This design comes from an exercise in tuning for small area, a short achievable clock period and few clock cycles on the open sky130 flow, not from production work.
RTL that was checked went through simulation tests only; none was proved equivalent to the original.
For run 2, only the layout was checked, not whether the RTL still works.
Power and IR drop assume default switching activity.

<file path="design/flow/standard.sh">
#!/bin/bash
# synth_recipe.tcl (not shown) runs the flow's synth.tcl, then flattens the netlist and writes it again
# the make line also repeats each setting of config.mk as NAME=value (left out here)
make -C /OpenROAD-flow-scripts/flow DESIGN_CONFIG=/design/flow/config.mk WORK_HOME=/design/flow/orfs CLKGATE_MAP_FILE= SYNTH_SCRIPT=/design/flow/synth_recipe.tcl "${@:-finish}"
</file>
<file path="design/flow/config.mk">
export PLATFORM = sky130hd
export DESIGN_NAME = mul16_top
export DESIGN_NICKNAME = mul16_top
export VERILOG_FILES = /design/flow/design.v
export SDC_FILE = /design/flow/constraint.sdc
export NUM_CORES = 4
export LEC_CHECK = 0
export CAP_MARGIN = 20
export CORE_MARGIN = 2
export CORE_UTILIZATION = 40
export SETUP_SLACK_MARGIN = 2.0
export SLEW_MARGIN = 20
</file>
<file path="design/flow/flow/run.sh">
#!/bin/bash
# The standard layout (standard.sh) with these changes:
#  - ports are buffered with sky130_fd_sc_hd__buf_1 instead of the delay
#    buffer that buffer_ports picks by default;
#  - CTS uses small clock buffers, larger sink clusters and no dummy loads
#    (the tree feeds ~100 flops);
#  - after global routing, gates off the critical paths are downsized
#    (RECOVER_POWER), which also trims cell area.
# All tool output goes to standard_flow.log (and ORFS's own logs under orfs/).
set -euo pipefail
export BUFFER_PORTS_ARGS="-buffer_cell sky130_fd_sc_hd__buf_1"
export CTS_ARGS="-sink_clustering_enable -repair_clock_nets -dont_use_dummy_load -sink_clustering_size 25 -sink_clustering_max_diameter 60 -buf_list {sky130_fd_sc_hd__clkbuf_4 sky130_fd_sc_hd__clkbuf_8} -root_buf sky130_fd_sc_hd__clkbuf_8"
export RECOVER_POWER=100
bash standard.sh "BUFFER_PORTS_ARGS=$BUFFER_PORTS_ARGS" "CTS_ARGS=$CTS_ARGS" "RECOVER_POWER=$RECOVER_POWER" finish > standard_flow.log 2>&1
</file>
<file path="design/flow/constraint.sdc">
create_clock -name core_clock -period 6.5 [get_ports {clk}]
set_input_delay 1.3000 -clock core_clock [delete_from_list [all_inputs] [get_ports {clk}]]
set_output_delay 1.3000 -clock core_clock [all_outputs]
set_load 0.01 [all_outputs]
</file>
<file path="design/flow/design.v">
package mul16_pkg;
  localparam int HALF_W = 8;
  localparam int OP_W   = 16;
  localparam int PROD_W = 32;
  localparam int LANES = 4;
  localparam int CLA_GRP = 4;
  localparam int ADR_W = 2;
  typedef enum logic [ADR_W-1:0] {
    REG_OPERANDS = 2'd0,   
    REG_PRODUCT  = 2'd1,
    REG_STATUS   = 2'd2    
  } wb_reg_e;
  typedef enum logic [1:0] {
    ST_IDLE = 2'd0,
    ST_BUSY = 2'd1,
    ST_DONE = 2'd2
  } mul_state_e;
endpackage
`timescale 1ns/1ps
module mul16_top (
  input  logic        clk,
  input  logic        rst,
  input  logic        wb_cyc,
  input  logic        wb_stb,
  input  logic        wb_we,
  input  logic [1:0]  wb_adr,
  input  logic [31:0] wb_dat_w,
  output logic [31:0] wb_dat_r,
  output logic        wb_ack
);
  logic        req;
  logic        accept;
  logic        busy_q;
  logic        done_q;
  logic [3:0]  ph_q;
  logic        rd_ops_q;
  logic        rd_prod_q;
  logic        rd_stat_q;
  logic [15:0] a;
  logic [15:0] b;
  logic [17:0] a3;
  logic [17:0] a3_in;
  logic [3:0]  nib;
  logic [1:0]  s1_q;
  logic [1:0]  s2_q;
  logic [1:0]  s3_q;
  logic [31:0] acc_q;
  logic [19:0] row_a;
  logic [19:0] row_b;
  logic [19:0] cg0;
  logic [19:0] cp0;
  logic [19:0] mac;
  logic pp1;
  logic pp2;
  logic pp3;
  logic pp4;
  logic pp5;
  logic pp6;
  logic pp7;
  logic pp8;
  logic pp9;
  logic pp10;
  logic pp11;
  logic pp12;
  logic pp13;
  logic pp14;
  logic pp15;
  logic pp16;
  logic pp17;
  logic pp18;
  logic pp19;
  logic pp20;
  logic pp21;
  logic pp22;
  logic pp23;
  logic pp24;
  logic pp25;
  logic pp26;
  logic pp27;
  logic pp28;
  logic pp29;
  logic pp30;
  logic pp31;
  logic pp32;
  logic pp33;
  logic pp34;
  logic pp35;
  logic pp36;
  logic ah37;
  logic ah38;
  logic ah39;
  logic ah40;
  logic ah41;
  logic ah42;
  logic ah43;
  logic ah44;
  logic ah45;
  logic ah46;
  logic ah47;
  logic ah48;
  logic ah49;
  logic ah50;
  logic ah51;
  logic ah52;
  logic hs53;
  logic hc54;
  logic fs55;
  logic fc56;
  logic fs57;
  logic fc58;
  logic fs59;
  logic fc60;
  logic fs61;
  logic fc62;
  logic fs63;
  logic fc64;
  logic fs65;
  logic fc66;
  logic fs67;
  logic fc68;
  logic fs69;
  logic fc70;
  logic fs71;
  logic fc72;
  logic fs73;
  logic fc74;
  logic fs75;
  logic fc76;
  logic fs77;
  logic fc78;
  logic fs79;
  logic fc80;
  logic hs81;
  logic hc82;
  logic hs83;
  logic hc84;
  logic xg1;
  logic xg2;
  logic xp2;
  logic xg3;
  logic xp3;
  logic xg4;
  logic xp4;
  logic xg5;
  logic xp5;
  logic xg6;
  logic xp6;
  logic xg7;
  logic xp7;
  logic xg8;
  logic xp8;
  logic xg9;
  logic xp9;
  logic xg10;
  logic xp10;
  logic xg11;
  logic xp11;
  logic xg12;
  logic xp12;
  logic xg13;
  logic xp13;
  logic xg14;
  logic xp14;
  logic xg15;
  logic xp15;
  logic xg16;
  logic xp16;
  logic xg17;
  logic xp17;
  logic xg18;
  logic xp18;
  logic xg19;
  logic xp19;
  logic xg20;
  logic xg21;
  logic xg22;
  logic xp22;
  logic xg23;
  logic xp23;
  logic xg24;
  logic xp24;
  logic xg25;
  logic xp25;
  logic xg26;
  logic xp26;
  logic xg27;
  logic xp27;
  logic xg28;
  logic xp28;
  logic xg29;
  logic xp29;
  logic xg30;
  logic xp30;
  logic xg31;
  logic xp31;
  logic xg32;
  logic xp32;
  logic xg33;
  logic xp33;
  logic xg34;
  logic xp34;
  logic xg35;
  logic xp35;
  logic xg36;
  logic xp36;
  logic xg37;
  logic xp37;
  logic xg38;
  logic xg39;
  logic xg40;
  logic xg41;
  logic xg42;
  logic xp42;
  logic xg43;
  logic xp43;
  logic xg44;
  logic xp44;
  logic xg45;
  logic xp45;
  logic xg46;
  logic xp46;
  logic xg47;
  logic xp47;
  logic xg48;
  logic xp48;
  logic xg49;
  logic xp49;
  logic xg50;
  logic xp50;
  logic xg51;
  logic xp51;
  logic xg52;
  logic xp52;
  logic xg53;
  logic xp53;
  logic xg54;
  logic xg55;
  logic xg56;
  logic xg57;
  logic xg58;
  logic xg59;
  logic xg60;
  logic xg61;
  logic xg62;
  logic xp62;
  logic xg63;
  logic xp63;
  logic xg64;
  logic xp64;
  logic xg65;
  logic xp65;
  logic xg66;
  logic xg67;
  logic xg68;
  logic xg69;
  assign req    = wb_cyc & wb_stb & ~wb_ack;
  assign accept = req & wb_we & (wb_adr == 2'd0) & ~busy_q;
  always_ff @(posedge clk) begin
    if (rst) begin
      wb_ack <= 1'b0;
      done_q <= 1'b0;
      busy_q <= 1'b0;
      ph_q   <= '0;
    end else begin
      wb_ack <= req;
      if (accept) begin
        done_q <= 1'b1;
        busy_q <= 1'b1;
      end else if (ph_q[3]) begin
        busy_q <= 1'b0;
      end
      ph_q <= {ph_q[2:0], accept};
    end
  end
  assign a3_in = {2'b00, wb_dat_w[15:0]} + {1'b0, wb_dat_w[15:0], 1'b0};
  always_ff @(posedge clk) begin
    if (accept) begin
      a  <= wb_dat_w[15:0];
      b  <= wb_dat_w[31:16];
      a3 <= a3_in;
    end
  end
  always_comb begin
    if (accept) begin
      nib = wb_dat_w[19:16];
    end else if (ph_q[0]) begin
      nib = b[7:4];
    end else if (ph_q[1]) begin
      nib = b[11:8];
    end else begin
      nib = b[15:12];
    end
  end
  always_ff @(posedge clk) begin
    s1_q <= {nib[3:2] == 2'd1, nib[1:0] == 2'd1};
    s2_q <= {nib[3:2] == 2'd2, nib[1:0] == 2'd2};
    s3_q <= {nib[3:2] == 2'd3, nib[1:0] == 2'd3};
  end
  assign pp1 = (s1_q[0] & a[0]) | (s3_q[0] & a3[0]);
  assign pp2 = (s1_q[0] & a[1]) | (s2_q[0] & a[0]) | (s3_q[0] & a3[1]);
  assign pp3 = (s1_q[0] & a[2]) | (s2_q[0] & a[1]) | (s3_q[0] & a3[2]);
  assign pp4 = (s1_q[0] & a[3]) | (s2_q[0] & a[2]) | (s3_q[0] & a3[3]);
  assign pp5 = (s1_q[0] & a[4]) | (s2_q[0] & a[3]) | (s3_q[0] & a3[4]);
  assign pp6 = (s1_q[0] & a[5]) | (s2_q[0] & a[4]) | (s3_q[0] & a3[5]);
  assign pp7 = (s1_q[0] & a[6]) | (s2_q[0] & a[5]) | (s3_q[0] & a3[6]);
  assign pp8 = (s1_q[0] & a[7]) | (s2_q[0] & a[6]) | (s3_q[0] & a3[7]);
  assign pp9 = (s1_q[0] & a[8]) | (s2_q[0] & a[7]) | (s3_q[0] & a3[8]);
  assign pp10 = (s1_q[0] & a[9]) | (s2_q[0] & a[8]) | (s3_q[0] & a3[9]);
  assign pp11 = (s1_q[0] & a[10]) | (s2_q[0] & a[9]) | (s3_q[0] & a3[10]);
  assign pp12 = (s1_q[0] & a[11]) | (s2_q[0] & a[10]) | (s3_q[0] & a3[11]);
  assign pp13 = (s1_q[0] & a[12]) | (s2_q[0] & a[11]) | (s3_q[0] & a3[12]);
  assign pp14 = (s1_q[0] & a[13]) | (s2_q[0] & a[12]) | (s3_q[0] & a3[13]);
  assign pp15 = (s1_q[0] & a[14]) | (s2_q[0] & a[13]) | (s3_q[0] & a3[14]);
  assign pp16 = (s1_q[0] & a[15]) | (s2_q[0] & a[14]) | (s3_q[0] & a3[15]);
  assign pp17 = (s2_q[0] & a[15]) | (s3_q[0] & a3[16]);
  assign pp18 = (s3_q[0] & a3[17]);
  assign pp19 = (s1_q[1] & a[0]) | (s3_q[1] & a3[0]);
  assign pp20 = (s1_q[1] & a[1]) | (s2_q[1] & a[0]) | (s3_q[1] & a3[1]);
  assign pp21 = (s1_q[1] & a[2]) | (s2_q[1] & a[1]) | (s3_q[1] & a3[2]);
  assign pp22 = (s1_q[1] & a[3]) | (s2_q[1] & a[2]) | (s3_q[1] & a3[3]);
  assign pp23 = (s1_q[1] & a[4]) | (s2_q[1] & a[3]) | (s3_q[1] & a3[4]);
  assign pp24 = (s1_q[1] & a[5]) | (s2_q[1] & a[4]) | (s3_q[1] & a3[5]);
  assign pp25 = (s1_q[1] & a[6]) | (s2_q[1] & a[5]) | (s3_q[1] & a3[6]);
  assign pp26 = (s1_q[1] & a[7]) | (s2_q[1] & a[6]) | (s3_q[1] & a3[7]);
  assign pp27 = (s1_q[1] & a[8]) | (s2_q[1] & a[7]) | (s3_q[1] & a3[8]);
  assign pp28 = (s1_q[1] & a[9]) | (s2_q[1] & a[8]) | (s3_q[1] & a3[9]);
  assign pp29 = (s1_q[1] & a[10]) | (s2_q[1] & a[9]) | (s3_q[1] & a3[10]);
  assign pp30 = (s1_q[1] & a[11]) | (s2_q[1] & a[10]) | (s3_q[1] & a3[11]);
  assign pp31 = (s1_q[1] & a[12]) | (s2_q[1] & a[11]) | (s3_q[1] & a3[12]);
  assign pp32 = (s1_q[1] & a[13]) | (s2_q[1] & a[12]) | (s3_q[1] & a3[13]);
  assign pp33 = (s1_q[1] & a[14]) | (s2_q[1] & a[13]) | (s3_q[1] & a3[14]);
  assign pp34 = (s1_q[1] & a[15]) | (s2_q[1] & a[14]) | (s3_q[1] & a3[15]);
  assign pp35 = (s2_q[1] & a[15]) | (s3_q[1] & a3[16]);
  assign pp36 = (s3_q[1] & a3[17]);
  assign ah37 = acc_q[16] & ~ph_q[0];
  assign ah38 = acc_q[17] & ~ph_q[0];
  assign ah39 = acc_q[18] & ~ph_q[0];
  assign ah40 = acc_q[19] & ~ph_q[0];
  assign ah41 = acc_q[20] & ~ph_q[0];
  assign ah42 = acc_q[21] & ~ph_q[0];
  assign ah43 = acc_q[22] & ~ph_q[0];
  assign ah44 = acc_q[23] & ~ph_q[0];
  assign ah45 = acc_q[24] & ~ph_q[0];
  assign ah46 = acc_q[25] & ~ph_q[0];
  assign ah47 = acc_q[26] & ~ph_q[0];
  assign ah48 = acc_q[27] & ~ph_q[0];
  assign ah49 = acc_q[28] & ~ph_q[0];
  assign ah50 = acc_q[29] & ~ph_q[0];
  assign ah51 = acc_q[30] & ~ph_q[0];
  assign ah52 = acc_q[31] & ~ph_q[0];
  assign {hc54, hs53} = {1'b0, pp3} + {1'b0, pp19};
  assign {fc56, fs55} = {1'b0, pp4} + {1'b0, pp20} + {1'b0, ah40};
  assign {fc58, fs57} = {1'b0, pp5} + {1'b0, pp21} + {1'b0, ah41};
  assign {fc60, fs59} = {1'b0, pp6} + {1'b0, pp22} + {1'b0, ah42};
  assign {fc62, fs61} = {1'b0, pp7} + {1'b0, pp23} + {1'b0, ah43};
  assign {fc64, fs63} = {1'b0, pp8} + {1'b0, pp24} + {1'b0, ah44};
  assign {fc66, fs65} = {1'b0, pp9} + {1'b0, pp25} + {1'b0, ah45};
  assign {fc68, fs67} = {1'b0, pp10} + {1'b0, pp26} + {1'b0, ah46};
  assign {fc70, fs69} = {1'b0, pp11} + {1'b0, pp27} + {1'b0, ah47};
  assign {fc72, fs71} = {1'b0, pp12} + {1'b0, pp28} + {1'b0, ah48};
  assign {fc74, fs73} = {1'b0, pp13} + {1'b0, pp29} + {1'b0, ah49};
  assign {fc76, fs75} = {1'b0, pp14} + {1'b0, pp30} + {1'b0, ah50};
  assign {fc78, fs77} = {1'b0, pp15} + {1'b0, pp31} + {1'b0, ah51};
  assign {fc80, fs79} = {1'b0, pp16} + {1'b0, pp32} + {1'b0, ah52};
  assign {hc82, hs81} = {1'b0, pp17} + {1'b0, pp33};
  assign {hc84, hs83} = {1'b0, pp18} + {1'b0, pp34};
  assign row_a = {pp36, pp35, hc82, fc80, fc78, fc76, fc74, fc72, fc70, fc68, fc66, fc64, fc62, fc60, fc58, fc56, hc54, ah39, pp2, pp1};
  assign row_b = {1'b0, hc84, hs83, hs81, fs79, fs77, fs75, fs73, fs71, fs69, fs67, fs65, fs63, fs61, fs59, fs57, fs55, hs53, ah38, ah37};
  assign cg0 = row_a & row_b;
  assign cp0 = row_a ^ row_b;
  assign xg1 = cg0[1] | (cp0[1] & cg0[0]);
  assign xg2 = cg0[2] | (cp0[2] & cg0[1]);
  assign xp2 = cp0[2] & cp0[1];
  assign xg3 = cg0[3] | (cp0[3] & cg0[2]);
  assign xp3 = cp0[3] & cp0[2];
  assign xg4 = cg0[4] | (cp0[4] & cg0[3]);
  assign xp4 = cp0[4] & cp0[3];
  assign xg5 = cg0[5] | (cp0[5] & cg0[4]);
  assign xp5 = cp0[5] & cp0[4];
  assign xg6 = cg0[6] | (cp0[6] & cg0[5]);
  assign xp6 = cp0[6] & cp0[5];
  assign xg7 = cg0[7] | (cp0[7] & cg0[6]);
  assign xp7 = cp0[7] & cp0[6];
  assign xg8 = cg0[8] | (cp0[8] & cg0[7]);
  assign xp8 = cp0[8] & cp0[7];
  assign xg9 = cg0[9] | (cp0[9] & cg0[8]);
  assign xp9 = cp0[9] & cp0[8];
  assign xg10 = cg0[10] | (cp0[10] & cg0[9]);
  assign xp10 = cp0[10] & cp0[9];
  assign xg11 = cg0[11] | (cp0[11] & cg0[10]);
  assign xp11 = cp0[11] & cp0[10];
  assign xg12 = cg0[12] | (cp0[12] & cg0[11]);
  assign xp12 = cp0[12] & cp0[11];
  assign xg13 = cg0[13] | (cp0[13] & cg0[12]);
  assign xp13 = cp0[13] & cp0[12];
  assign xg14 = cg0[14] | (cp0[14] & cg0[13]);
  assign xp14 = cp0[14] & cp0[13];
  assign xg15 = cg0[15] | (cp0[15] & cg0[14]);
  assign xp15 = cp0[15] & cp0[14];
  assign xg16 = cg0[16] | (cp0[16] & cg0[15]);
  assign xp16 = cp0[16] & cp0[15];
  assign xg17 = cg0[17] | (cp0[17] & cg0[16]);
  assign xp17 = cp0[17] & cp0[16];
  assign xg18 = cg0[18] | (cp0[18] & cg0[17]);
  assign xp18 = cp0[18] & cp0[17];
  assign xg19 = cg0[19] | (cp0[19] & cg0[18]);
  assign xp19 = cp0[19] & cp0[18];
  assign xg20 = xg2 | (xp2 & cg0[0]);
  assign xg21 = xg3 | (xp3 & xg1);
  assign xg22 = xg4 | (xp4 & xg2);
  assign xp22 = xp4 & xp2;
  assign xg23 = xg5 | (xp5 & xg3);
  assign xp23 = xp5 & xp3;
  assign xg24 = xg6 | (xp6 & xg4);
  assign xp24 = xp6 & xp4;
  assign xg25 = xg7 | (xp7 & xg5);
  assign xp25 = xp7 & xp5;
  assign xg26 = xg8 | (xp8 & xg6);
  assign xp26 = xp8 & xp6;
  assign xg27 = xg9 | (xp9 & xg7);
  assign xp27 = xp9 & xp7;
  assign xg28 = xg10 | (xp10 & xg8);
  assign xp28 = xp10 & xp8;
  assign xg29 = xg11 | (xp11 & xg9);
  assign xp29 = xp11 & xp9;
  assign xg30 = xg12 | (xp12 & xg10);
  assign xp30 = xp12 & xp10;
  assign xg31 = xg13 | (xp13 & xg11);
  assign xp31 = xp13 & xp11;
  assign xg32 = xg14 | (xp14 & xg12);
  assign xp32 = xp14 & xp12;
  assign xg33 = xg15 | (xp15 & xg13);
  assign xp33 = xp15 & xp13;
  assign xg34 = xg16 | (xp16 & xg14);
  assign xp34 = xp16 & xp14;
  assign xg35 = xg17 | (xp17 & xg15);
  assign xp35 = xp17 & xp15;
  assign xg36 = xg18 | (xp18 & xg16);
  assign xp36 = xp18 & xp16;
  assign xg37 = xg19 | (xp19 & xg17);
  assign xp37 = xp19 & xp17;
  assign xg38 = xg22 | (xp22 & cg0[0]);
  assign xg39 = xg23 | (xp23 & xg1);
  assign xg40 = xg24 | (xp24 & xg20);
  assign xg41 = xg25 | (xp25 & xg21);
  assign xg42 = xg26 | (xp26 & xg22);
  assign xp42 = xp26 & xp22;
  assign xg43 = xg27 | (xp27 & xg23);
  assign xp43 = xp27 & xp23;
  assign xg44 = xg28 | (xp28 & xg24);
  assign xp44 = xp28 & xp24;
  assign xg45 = xg29 | (xp29 & xg25);
  assign xp45 = xp29 & xp25;
  assign xg46 = xg30 | (xp30 & xg26);
  assign xp46 = xp30 & xp26;
  assign xg47 = xg31 | (xp31 & xg27);
  assign xp47 = xp31 & xp27;
  assign xg48 = xg32 | (xp32 & xg28);
  assign xp48 = xp32 & xp28;
  assign xg49 = xg33 | (xp33 & xg29);
  assign xp49 = xp33 & xp29;
  assign xg50 = xg34 | (xp34 & xg30);
  assign xp50 = xp34 & xp30;
  assign xg51 = xg35 | (xp35 & xg31);
  assign xp51 = xp35 & xp31;
  assign xg52 = xg36 | (xp36 & xg32);
  assign xp52 = xp36 & xp32;
  assign xg53 = xg37 | (xp37 & xg33);
  assign xp53 = xp37 & xp33;
  assign xg54 = xg42 | (xp42 & cg0[0]);
  assign xg55 = xg43 | (xp43 & xg1);
  assign xg56 = xg44 | (xp44 & xg20);
  assign xg57 = xg45 | (xp45 & xg21);
  assign xg58 = xg46 | (xp46 & xg38);
  assign xg59 = xg47 | (xp47 & xg39);
  assign xg60 = xg48 | (xp48 & xg40);
  assign xg61 = xg49 | (xp49 & xg41);
  assign xg62 = xg50 | (xp50 & xg42);
  assign xp62 = xp50 & xp42;
  assign xg63 = xg51 | (xp51 & xg43);
  assign xp63 = xp51 & xp43;
  assign xg64 = xg52 | (xp52 & xg44);
  assign xp64 = xp52 & xp44;
  assign xg65 = xg53 | (xp53 & xg45);
  assign xp65 = xp53 & xp45;
  assign xg66 = xg62 | (xp62 & cg0[0]);
  assign xg67 = xg63 | (xp63 & xg1);
  assign xg68 = xg64 | (xp64 & xg20);
  assign xg69 = xg65 | (xp65 & xg21);
  assign mac = cp0 ^ {xg68, xg67, xg66, xg61, xg60, xg59, xg58, xg57, xg56, xg55, xg54, xg41, xg40, xg39, xg38, xg21, xg20, xg1, cg0[0], 1'b0};
  always_ff @(posedge clk) begin
    if (busy_q) begin
      acc_q <= {mac, acc_q[15:4]};
    end
  end
  always_ff @(posedge clk) begin
    rd_ops_q  <= wb_adr == 2'd0;
    rd_prod_q <= (wb_adr == 2'd1) & done_q;
    rd_stat_q <= wb_adr == 2'd2;
  end
  assign wb_dat_r = ({32{rd_ops_q}} & {b, a}) |
                    ({32{rd_prod_q}} & acc_q) |
                    ({32{rd_stat_q}} & {30'd0, done_q & ~busy_q, busy_q});
endmodule
</file>
==> results of run 1 <==
## worst register-to-register path, delay by kind of cell, from the launching register on
kind,cells,cell delay [ps]
buffers and inverters,1,40
adders and majority gates,2,910
xor gates and xnor gates,1,120
DFF,1,720
AOI/OAI and AO/OA,5,1550
## cell families after synthesis
family | after synthesis | share of synthesized area
AO/OA/AOI/OAI | 160 | 0.210
XOR/XNOR | 26 | 0.0389
adder cells (fa/ha/maj) | 54 | 0.135
buffers and inverters | 70 | 0.0452
flip-flops | 97 | 0.471
multiplexers | 5 | 0.00856
AND/OR/NAND/NOR | 107 | 0.0920
## metrics by stage
stage | std cells | power, uW | hold slack, ps | worst slack (ps) | cell area [um2]
floorplan | 519 | 900 | 414 | 2940 | 5850
finish | 764 | 1260 | 462 | 2600 | 6390
global placement | 755 | 956 | 432 | 3130 | 6290
global route | 764 | 1330 | 479 | 2330 | 6390
detailed placement | 755 | 962 | 444 | 3000 | 6290
CTS | 764 | 1270 | 466 | 2970 | 6410
## final timing paths
| path | from | end | slack (ps) | cells after the start |
|---|---|---|---|---|
| max | busy_q$_SDFFE_PP0P_ | wb_dat_r[1] | 2600 | 3 |
| min | acc_q[6]$_DFFE_PP_ | acc_q[2]$_DFFE_PP_ | 460 | 0 |
| max reg2reg | s3_q[0]$_DFF_P_ | acc_q[30]$_DFFE_PP_ | 2900 | 9 |
| min reg2reg | acc_q[6]$_DFFE_PP_ | acc_q[2]$_DFFE_PP_ | 460 | 0 |
## cells in the mapped netlist, types with 2 or more instances
cell and n:
sky130_fd_sc_hd__nor3_1 5, sky130_fd_sc_hd__nand4_1 3, sky130_fd_sc_hd__a22o_1 32, sky130_fd_sc_hd__a31oi_1 4, sky130_fd_sc_hd__a211o_1 2, sky130_fd_sc_hd__a21o_1 6
sky130_fd_sc_hd__a211oi_1 5, sky130_fd_sc_hd__nor2b_1 13, sky130_fd_sc_hd__clkbuf_1 20, sky130_fd_sc_hd__dfxtp_1 16, sky130_fd_sc_hd__o21ai_1 3, sky130_fd_sc_hd__o21ai_0 13
sky130_fd_sc_hd__nor2_1 34, sky130_fd_sc_hd__and4_1 2, sky130_fd_sc_hd__and3_1 2, sky130_fd_sc_hd__edfxtp_1 81, sky130_fd_sc_hd__o211ai_1 4, sky130_fd_sc_hd__xnor2_1 19
sky130_fd_sc_hd__inv_1 49, sky130_fd_sc_hd__a222oi_1 31, sky130_fd_sc_hd__o21bai_1 4, sky130_fd_sc_hd__nand2_1 20, sky130_fd_sc_hd__and2_1 2, sky130_fd_sc_hd__o21a_1 10
sky130_fd_sc_hd__ha_1 39, sky130_fd_sc_hd__or4_1 2, sky130_fd_sc_hd__xor2_1 7, sky130_fd_sc_hd__mux2i_1 5, sky130_fd_sc_hd__o31a_1 2, sky130_fd_sc_hd__a21oi_1 33
sky130_fd_sc_hd__nand3b_1 2, sky130_fd_sc_hd__nand2b_1 20, sky130_fd_sc_hd__fa_1 15
## power groups by stage
stage | Sequential (uW) | Combinational (uW) | Clock [uW]
floorplan | 714 | 186 | 0
global placement | 722 | 234 | 0
detailed placement | 722 | 240 | 0
CTS | 708 | 242 | 318
global route | 710 | 271 | 346
finish | 709 | 240 | 312
## cell type report
class                   count  area (um2)  area share
multi-input cells         352        2820       0.441
flip-flops and latches     97        2750       0.431
repair buffers             73         278      0.0435
well taps                 184         230      0.0361
inverters                  49         184      0.0288
clock buffers               9         124      0.0194
## registers in the layout, summed over array words and instances (netlist names)
signal / count
a: 15
a3: 18
acc_q: 32
b: 16
busy_q: 1
done_q: 1
ph_q: 4
rd_ops_q: 1
rd_prod_q: 1
rd_stat_q: 1
s1_q: 2
s2_q: 2
s3_q: 2
wb_ack: 1
## routing by layer
layer | vias to the layer above | wire length (um) | part of all wire
li1 | 2084 | - | -
met1 | 2066 | 6780 | 0.48
met2 | 183 | 6180 | 0.44
met3 | 11 | 888 | 0.063
met4 | 0 | 143 | 0.010
met5 | - | 0 | 0
==> notes.md, run 1 <==
The root buffer cell chosen for the clock tree is sky130_fd_sc_hd__clkbuf_8. Internal power comes to 922 uW. The number of sinks driven by the clock tree was 97; the share of the core filled with cells in the final layout was 0.443.

At the worst endpoint, the arrival time is 2600 ps. The number of synthesis warnings was 1. The floorplan has 44 rows. The first global-routing pass estimated 22.1 mm of wire. The global routing's busiest layer is met2.

By area the synthesized netlist is led by sky130_fd_sc_hd__edfxtp_1 (42%), sky130_fd_sc_hd__ha_1 (8.3%), sky130_fd_sc_hd__dfxtp_1 (5.5%), sky130_fd_sc_hd__a222oi_1 (5.3%), sky130_fd_sc_hd__fa_1 (5.1%). The total of max-cap violations is 1, and the global placer's final weighted congestion is 0.877. For the met2 demand-to-capacity share in global routing, the log shows 0.267. Startpoint type of the worst setup path: a flop. The run gives 0 as the DRC violations left. Of all cell types, the one taking the most synthesized area is sky130_fd_sc_hd__edfxtp_1. The tools report the sequential cell fraction of total power as 0.562.

The library cell used most frequently in the layout, excluding fill and tap cells, is sky130_fd_sc_hd__edfxtp_1. The final setup TNS is 0 ps. The layout checks failed on capacitance limit, slew limit. Summed over all layers, the routed wires come to 14.0 mm. The total global routing track utilization is 0.179, and the placeable core region is 14400 um2. The number of iterations in the first detailed-routing pass was 7; the detailed-route wire length per cell was 18.3 um.

The tools report the number of pins with negative max-slew slack in the final report as 36. In this design, the largest share of critical-path delay is due to buffers and inverters. Across the routed clock network, the largest skew measured is 18.9 ps. The width of the die works out to 125 um. For the portion of total power attributed to combinational logic, the log shows 0.190. The register clock-pin slew on the reported worst setup and hold paths came out at 90 ps. The number of antenna violations at the first check in global routing is 0, and the total grt overflow is 0.

The post-CTS setup repair buffer count came out at 0. A synthesized cell averages 11.3 um2. For this design, the CTS-stage hold fixing added 0 buffers. Met1 demand-to-capacity share in global routing: 0.265. The proportion of power drawn by the clock network was 0.248. Subtracting the final worst setup slack from the clock period gives 3900 ps. Synthesis inferred 97 register bits. The top cell types in the final layout, fill and taps aside, are sky130_fd_sc_hd__edfxtp_1 (81), sky130_fd_sc_hd__buf_1 (69), sky130_fd_sc_hd__inv_1 (49). The hold violation total from the final report was 0. The critical path in this run is classified as reg -> out. Count of vias placed by the detailed router: 4344. In this run the tool buffered the top-level ports with 71 buffer cells. The share of the clock period used by the worst path after layout was 0.600.

The top fanout value on the critical path is 35, and the total setup violations reported at the end of the flow is 0. Count of distinct cell types in the synthesized netlist: 47. The run gives 0 as the post-route antenna net violation count. The H-tree was split into 3 levels.

Once detailed placement completed, the half-perimeter wirelength came to 10.7 mm. The worst-case headroom to the max-slew limit is -0.272, and the vias per cell is 5.69. The number of enable flip-flop cells after synthesis was 81. The area added between synthesis and finish was 9.22%; the number of gates resized after CTS was 0. The run gives 0.405 as the initial core utilization. Among all flip-flop cells after synthesis, the most frequent one is sky130_fd_sc_hd__edfxtp_1.

The tools report the post-synthesis sequential area ratio as 0.471. For the maximum number of pins on one net before global-route repair, the log shows 58. The flow ran to the end, but the layout failed its checks. The pin slew with the least headroom to its limit was 1910 ps; the number of global-route vias before repair was 4186. In this design, the stage delay of the slowest critical-path cell is 1370 ps. The worst setup path is captured at an output pin. The share of Yosys cell area claimed by the top area cell type works out to 0.416.

After the first detailed-routing iteration, the DRC count stood at 481. Post-synthesis async set-or-reset flop share: 0. For the maximum clock rate, the log shows 256 MHz. The met3 track demand over resource in global routing came out at 0.0357. Walking the worst path, the cells encountered are clkbuf_1, o21ai_0, buf_1. The fraction of layout instances using a drive strength above 1 came out at 0.0207. The chip height works out to 125 um. The synthesized netlist occupies a cell area of 5850 um2. The proportion of total power due to net switching was 0.269; the clock latency on the worst-skew pair was 380 ps. STA puts the critical path data required time at 5200 ps.

The logs give 1379 for the count of filler cells inserted in the layout and 339 uW for the net switching power of the design. The number of clock buffers added by TritonCTS is 9. In this run the worst hold path is classified as reg -> reg.

The number of nets handed over by synthesis was 612. The critical path contains buffers and inverters numbering 2 combined. Setup repair after global routing left no endpoint under its margin. Across the VDD grid, the largest voltage drop is 88.2 uV. TritonCTS built the clock tree. The repair_antennas step left the layout with diodes totalling 0. The maximum buffer depth of the clock tree came out at 2. The net count of the finished layout is 675. For the gate count of the mapped netlist, the log shows 519. In this run the power density over the cells is 197 nW/um2. Among all stages on the critical path, the largest delay is contributed by sky130_fd_sc_hd__clkbuf_1.

Summed over all cells, the static leakage comes to 0.00242 uW. The top-level port count is 72, and the area enclosed by the die boundary is 15600 um2.
Testbench counts, summed over its fixed seeds: cycles 25,600.
==> inputs of run 2 (changes only) <==
--- a/design/flow/design.v
+++ b/design/flow/design.v
@@ -349,20 +349,36 @@
   assign ah51 = acc_q[30] & ~ph_q[0];
   assign ah52 = acc_q[31] & ~ph_q[0];
-  assign {hc54, hs53} = {1'b0, pp3} + {1'b0, pp19};
-  assign {fc56, fs55} = {1'b0, pp4} + {1'b0, pp20} + {1'b0, ah40};
-  assign {fc58, fs57} = {1'b0, pp5} + {1'b0, pp21} + {1'b0, ah41};
-  assign {fc60, fs59} = {1'b0, pp6} + {1'b0, pp22} + {1'b0, ah42};
-  assign {fc62, fs61} = {1'b0, pp7} + {1'b0, pp23} + {1'b0, ah43};
-  assign {fc64, fs63} = {1'b0, pp8} + {1'b0, pp24} + {1'b0, ah44};
-  assign {fc66, fs65} = {1'b0, pp9} + {1'b0, pp25} + {1'b0, ah45};
-  assign {fc68, fs67} = {1'b0, pp10} + {1'b0, pp26} + {1'b0, ah46};
-  assign {fc70, fs69} = {1'b0, pp11} + {1'b0, pp27} + {1'b0, ah47};
-  assign {fc72, fs71} = {1'b0, pp12} + {1'b0, pp28} + {1'b0, ah48};
-  assign {fc74, fs73} = {1'b0, pp13} + {1'b0, pp29} + {1'b0, ah49};
-  assign {fc76, fs75} = {1'b0, pp14} + {1'b0, pp30} + {1'b0, ah50};
-  assign {fc78, fs77} = {1'b0, pp15} + {1'b0, pp31} + {1'b0, ah51};
-  assign {fc80, fs79} = {1'b0, pp16} + {1'b0, pp32} + {1'b0, ah52};
-  assign {hc82, hs81} = {1'b0, pp17} + {1'b0, pp33};
-  assign {hc84, hs83} = {1'b0, pp18} + {1'b0, pp34};
+  assign hs53 = pp3 ^ pp19;
+  assign hc54 = pp3 & pp19;
+  assign fs55 = pp4 ^ pp20 ^ ah40;
+  assign fc56 = (pp4 & pp20) | (ah40 & (pp4 ^ pp20));
+  assign fs57 = pp5 ^ pp21 ^ ah41;
+  assign fc58 = (pp5 & pp21) | (ah41 & (pp5 ^ pp21));
+  assign fs59 = pp6 ^ pp22 ^ ah42;
+  assign fc60 = (pp6 & pp22) | (ah42 & (pp6 ^ pp22));
+  assign fs61 = pp7 ^ pp23 ^ ah43;
+  assign fc62 = (pp7 & pp23) | (ah43 & (pp7 ^ pp23));
+  assign fs63 = pp8 ^ pp24 ^ ah44;
+  assign fc64 = (pp8 & pp24) | (ah44 & (pp8 ^ pp24));
+  assign fs65 = pp9 ^ pp25 ^ ah45;
+  assign fc66 = (pp9 & pp25) | (ah45 & (pp9 ^ pp25));
+  assign fs67 = pp10 ^ pp26 ^ ah46;
+  assign fc68 = (pp10 & pp26) | (ah46 & (pp10 ^ pp26));
+  assign fs69 = pp11 ^ pp27 ^ ah47;
+  assign fc70 = (pp11 & pp27) | (ah47 & (pp11 ^ pp27));
+  assign fs71 = pp12 ^ pp28 ^ ah48;
+  assign fc72 = (pp12 & pp28) | (ah48 & (pp12 ^ pp28));
+  assign fs73 = pp13 ^ pp29 ^ ah49;
+  assign fc74 = (pp13 & pp29) | (ah49 & (pp13 ^ pp29));
+  assign fs75 = pp14 ^ pp30 ^ ah50;
+  assign fc76 = (pp14 & pp30) | (ah50 & (pp14 ^ pp30));
+  assign fs77 = pp15 ^ pp31 ^ ah51;
+  assign fc78 = (pp15 & pp31) | (ah51 & (pp15 ^ pp31));
+  assign fs79 = pp16 ^ pp32 ^ ah52;
+  assign fc80 = (pp16 & pp32) | (ah52 & (pp16 ^ pp32));
+  assign hs81 = pp17 ^ pp33;
+  assign hc82 = pp17 & pp33;
+  assign hs83 = pp18 ^ pp34;
+  assign hc84 = pp18 & pp34;
   assign row_a = {pp36, pp35, hc82, fc80, fc78, fc76, fc74, fc72, fc70, fc68, fc66, fc64, fc62, fc60, fc58, fc56, hc54, ah39, pp2, pp1};
   assign row_b = {1'b0, hc84, hs83, hs81, fs79, fs77, fs75, fs73, fs71, fs69, fs67, fs65, fs63, fs61, fs59, fs57, fs55, hs53, ah38, ah37};
==> design/flow/flow/run.sh (replaced) <==
#!/bin/bash
# The standard layout (standard.sh) with two changes:
#  - ports are buffered with sky130_fd_sc_hd__buf_1 instead of the delay
#    buffer that buffer_ports picks by default;
#  - CTS uses small clock buffers and no dummy loads (the tree feeds ~80 flops).
# All tool output goes to standard_flow.log (and ORFS's own logs under orfs/).
set -euo pipefail
export BUFFER_PORTS_ARGS="-buffer_cell sky130_fd_sc_hd__buf_1"
export CTS_ARGS="-sink_clustering_enable -repair_clock_nets -dont_use_dummy_load -buf_list {sky130_fd_sc_hd__clkbuf_4 sky130_fd_sc_hd__clkbuf_8} -root_buf sky130_fd_sc_hd__clkbuf_8"
bash standard.sh "BUFFER_PORTS_ARGS=$BUFFER_PORTS_ARGS" "CTS_ARGS=$CTS_ARGS" finish > standard_flow.log 2>&1
==> run 2 against run 1 <==
Effect of this change:
- now clean on timing, DRC and antenna
- global-route usage increased by 0.47 points
- maximum frequency increased by 3.5%
- register-to-register slack got worse by 170 ps
- design area decreased by 0.63%
- critical path depth increased by 8
- sequential power about the same
- setup slack improved by 130 ps
- first-iteration DRC count increased by 1.2%
- synthesized cell count decreased by 5.4%
- via count decreased by 3.5%
- critical path type is now reg -> reg
- critical endpoint is now acc_q[31]$_DFFE_PP_
- largest power group unchanged
==> notes.md, run 2 <==
The tools report the setup skew after layout as 31.5 ps (+12.7 ps). TritonCTS built the clock tree. Clock latency on the worst-skew pair: 380 ps (about the same). Class of the tightest hold or removal check: reg -> reg. The number of nets at the end of the flow was 652 (-3.4%). Post-route minimum period: 3770 ps (-130 ps).

The internal power contribution was 924 uW (+0.20%); the portion of total power attributed to combinational logic was 0.189 (about the same). The share of the clock period used by the worst path after layout was 0.580 (-0.0201). The pin slew with the least headroom to its limit is 744 ps (-1160 ps), and the top-level port count is 72 (unchanged). Among all cell types in the netlist, the one instantiated most often is sky130_fd_sc_hd__edfxtp_1. For the synthesized net count, the log shows 584 (-4.6%).

The count of filler cells inserted in the layout was 1333 (-3.3%); the final setup TNS was 0 ps (unchanged). The fraction of layout instances using a drive strength above 1 came out at 0.0431 (+0.0224). The register with the most flip-flops in the final layout is acc_q. The maximum number of pins on one net before global-route repair is 58 (unchanged). The tools report the root buffer cell as sky130_fd_sc_hd__clkbuf_8. The number of hold buffers added after CTS came out at 0 (unchanged).

Setup repair after global routing left no endpoint under its margin. The run gives 0.412 (+0.00654) as the initial core utilization. The flow ran to the end and the layout has no timing, DRC or antenna violations.

The leading cell type in the layout, fill and taps excluded was sky130_fd_sc_hd__edfxtp_1. For the DRC marker count from the first detailed-route iteration, the log shows 487 (+1.2%). The post-synthesis sequential area ratio is 0.478 (+0.00695). The number of synthesized register bits is 97 (unchanged). Number of global-route vias before repair: 4040 (-3.5%). The biggest area contributor in the post-synthesis netlist is sky130_fd_sc_hd__edfxtp_1. The logs give 97 (unchanged) for the number of sinks driven by the clock tree and 0 (unchanged) for the total grt overflow.

The total setup violations reported at the end of the flow is 0 (unchanged). The area added between synthesis and finish is 10.1%, and the placeable core region is 14000 um2 (-3.0%). The number of gates resized after CTS was 0 (unchanged); the average instance area after synthesis was 11.7 um2 (+4.2%). The total of max-cap violations is 0 (-1), and the DRC violations left is 0 (unchanged). By startpoint and endpoint, the worst setup path is classified as reg -> reg. The detailed-route wire length per cell is 18.5 um (+1.1%), and the proportion of total power due to net switching is 0.263 (-0.00576). The worst setup path is captured at a flop. The post-CTS setup repair buffer count is 0 (unchanged), and the top fanout value on the critical path is 18 (-49%).

The chip height was 124 um (-0.70%). After synthesis, the most frequently instantiated cells are sky130_fd_sc_hd__edfxtp_1 (81), sky130_fd_sc_hd__inv_1 (45), sky130_fd_sc_hd__ha_1 (39). The run gives 0.184 (+0.00473) as the total global routing track utilization. The number of rows in the core area is 43 (-2.3%), and the number of pins with negative max-slew slack in the final report is 0 (-100%).

Post-synthesis cell area: 5760 um2 (-1.5%). The tools report the leakage power as 0.00246 uW (+1.6%). The run gives 3870 ps (+1270 ps) as the endpoint arrival time on the critical path.

The width of the die is 124 um (-0.70%), and the total inserted antenna cells is 0 (unchanged). The sum of routed wire length over all layers was 13.7 mm (-2.5%). The prevailing post-synth register cell is sky130_fd_sc_hd__edfxtp_1. After synthesis, the cell types taking the most area are sky130_fd_sc_hd__edfxtp_1 (42%), sky130_fd_sc_hd__ha_1 (8.5%), sky130_fd_sc_hd__dfxtp_1 (5.6%), sky130_fd_sc_hd__a222oi_1 (5.4%), sky130_fd_sc_hd__fa_1 (5.2%).

The count of H-tree levels built during CTS was 3 (unchanged). The proportion of power drawn by the clock network came out at 0.248 (about the same). In the layout the commonest cells are sky130_fd_sc_hd__edfxtp_1 (81), sky130_fd_sc_hd__buf_1 (71), sky130_fd_sc_hd__inv_1 (45).

Worst-case headroom to the max-slew limit: 0.503 (+0.776). The logs give 444 ps (-17.8 ps) for the worst hold margin and 0 (unchanged) for the hold violation total from the final report. The total power divided by cell area is 198 nW/um2 (about the same). The register clock-pin slew on the reported worst setup and hold paths works out to 80 ps (about the same).

The number of buffer cells added on primary ports works out to 71 (unchanged). For the count of vias placed by the detailed router, the log shows 4191 (-3.5%). The post-route antenna net violation count was 0 (unchanged); the share of Yosys cell area claimed by the top area cell type was 0.422 (+0.00614).

The post-synthesis async set-or-reset flop share is 0 (unchanged). The worst setup path is launched from a flop. The tools report the number of antenna violations at the first check in global routing as 0 (unchanged). The number of flip-flops in the largest register was 32 (unchanged).

The number of enable flip-flop cells after synthesis was 81 (unchanged). The vias per cell is 5.69 (about the same), and the number of clock buffers inserted by TritonCTS is 9 (unchanged). The logs give 106 uV (+20%) for the maximum vdd ir drop and 1 (unchanged) for the number of synthesis warnings. Post-DP HPWL: 10.5 mm (-1.6%).

The count of distinct cell types in the synthesized netlist is 49 (+4.3%). The placed cell count was 728 (-3.6%). The tools report the required time of the worst setup path as 6600 ps (+1400 ps).

For the sequential cell fraction of total power, the log shows 0.563 (about the same). The total design power was 1250 uW (-0.58%); the maximum clock rate was 265 MHz (+3.5%). The largest registers in the layout are acc_q (32), a3 (18), b (16). The final instance count without filler cells came out at 737 (-3.5%). The gate count of the mapped netlist was 491 (-5.4%); the global placer's final weighted congestion was 0.870 (-0.74%).

For the wire length of the first global-routing pass, the log shows 21.1 mm (-4.5%). The area enclosed by the die boundary is 15400 um2 (-1.4%), and the net switching power of the design is 330 uW (-2.7%). The tools report the number of iterations in the first detailed-routing pass as 8 (+1). The maximum buffer depth of the clock tree was 2 (unchanged).
## run 2: power groups by stage
stage               Sequential [uW]  Combinational (uW)  Clock (uW)
finish                          706                 237         311
detailed placement              719                 236           0
global placement                719                 232           0
global route                    707                 267         344
CTS                             705                 237         326
floorplan                       714                 181           0
## run 2: cell families after synthesis
family          Yosys count  synth area share
mux                       5           0.00869
flops                    97             0.478
compound gates          152             0.209
fa+ha+maj                54             0.137
xor+xnor                 28            0.0426
buf+inv                  63            0.0413
simple gates             92            0.0836
## run 2: through the flow
stage               cell area, um2   util  worst slack, ps
floorplan                     5760      -             2940
global placement              6220  0.445             2900
detailed placement            6220  0.445             2840
CTS                           6350  0.454             2790
global route                  6350  0.454             2560
finish                        6350  0.454             2730
## run 2: path summary, 6_finish.rpt
check	startpoint	to	slack, ps	cells after the start
max	s3_q[0]$_DFF_P_	acc_q[31]$_DFFE_PP_	2730	11
min	ph_q[2]$_SDFF_PP0_	ph_q[3]$_SDFF_PP0_	440	1
max reg2reg	s3_q[0]$_DFF_P_	acc_q[31]$_DFFE_PP_	2730	11
min reg2reg	ph_q[2]$_SDFF_PP0_	ph_q[3]$_SDFF_PP0_	440	1
## run 2: worst max-delay path: stages, from the launching register on
cell and delay (ps):
sky130_fd_sc_hd__dfxtp_1 700, sky130_fd_sc_hd__a222oi_1 240, sky130_fd_sc_hd__fa_1 570, sky130_fd_sc_hd__inv_1 40
sky130_fd_sc_hd__ha_1 340, sky130_fd_sc_hd__and3_1 230, sky130_fd_sc_hd__a2111oi_4 480, sky130_fd_sc_hd__nand2_2 100
sky130_fd_sc_hd__a221oi_2 390, sky130_fd_sc_hd__o21ai_1 130, sky130_fd_sc_hd__a21oi_1 190, sky130_fd_sc_hd__xor2_1 90
## run 2: routing by layer
layer	share of wire	up-vias	global-route usage
met5	0	-	0
met4	0.0081	0	0.0681
met3	0.064	8	0.0330
met2	0.46	161	0.289
met1	0.47	2014	0.254
li1	-	2008	-
## run 2: layout make-up
| cell class | instances | area (um2) | area share |
|---|---|---|---|
| clock buffers | 9 | 124 | 0.0195 |
| repair buffers | 75 | 297 | 0.0467 |
| multi-input cells | 331 | 2780 | 0.438 |
| flip-flops and latches | 97 | 2750 | 0.434 |
| inverters | 45 | 169 | 0.0266 |
| well taps | 180 | 225 | 0.0355 |

-- separate check: timing with driven ports --
In the flow no input, the clock included, has a driving cell. The finished layouts below were timed again as built, in two steps. Step 1 sets driving cells, clkbuf_16 on the clock port and buf_2 on the other inputs (assumed; they add their load-dependent delay and slew). Step 2 times the ports against the registers' clock, not the clock port: input delays grow and output delays shrink by t, the midpoint of the rising clock arrivals with the driver on. Slacks: ideal / step 1 / step 2; pairs: ideal / step 1.
| run | t, ns | setup slack, ns | slew at the worst register clock pin (ns) | worst slew at a driven data input, ns |
|---|---|---|---|---|
| run 1 | 0.398 | 2.600 / 2.566 / 2.898 | 0.10 / 0.10 | 0.04 |
| run 2 | 0.395 | 2.731 / 2.731 / 2.731 | 0.10 / 0.10 | 0.04 |
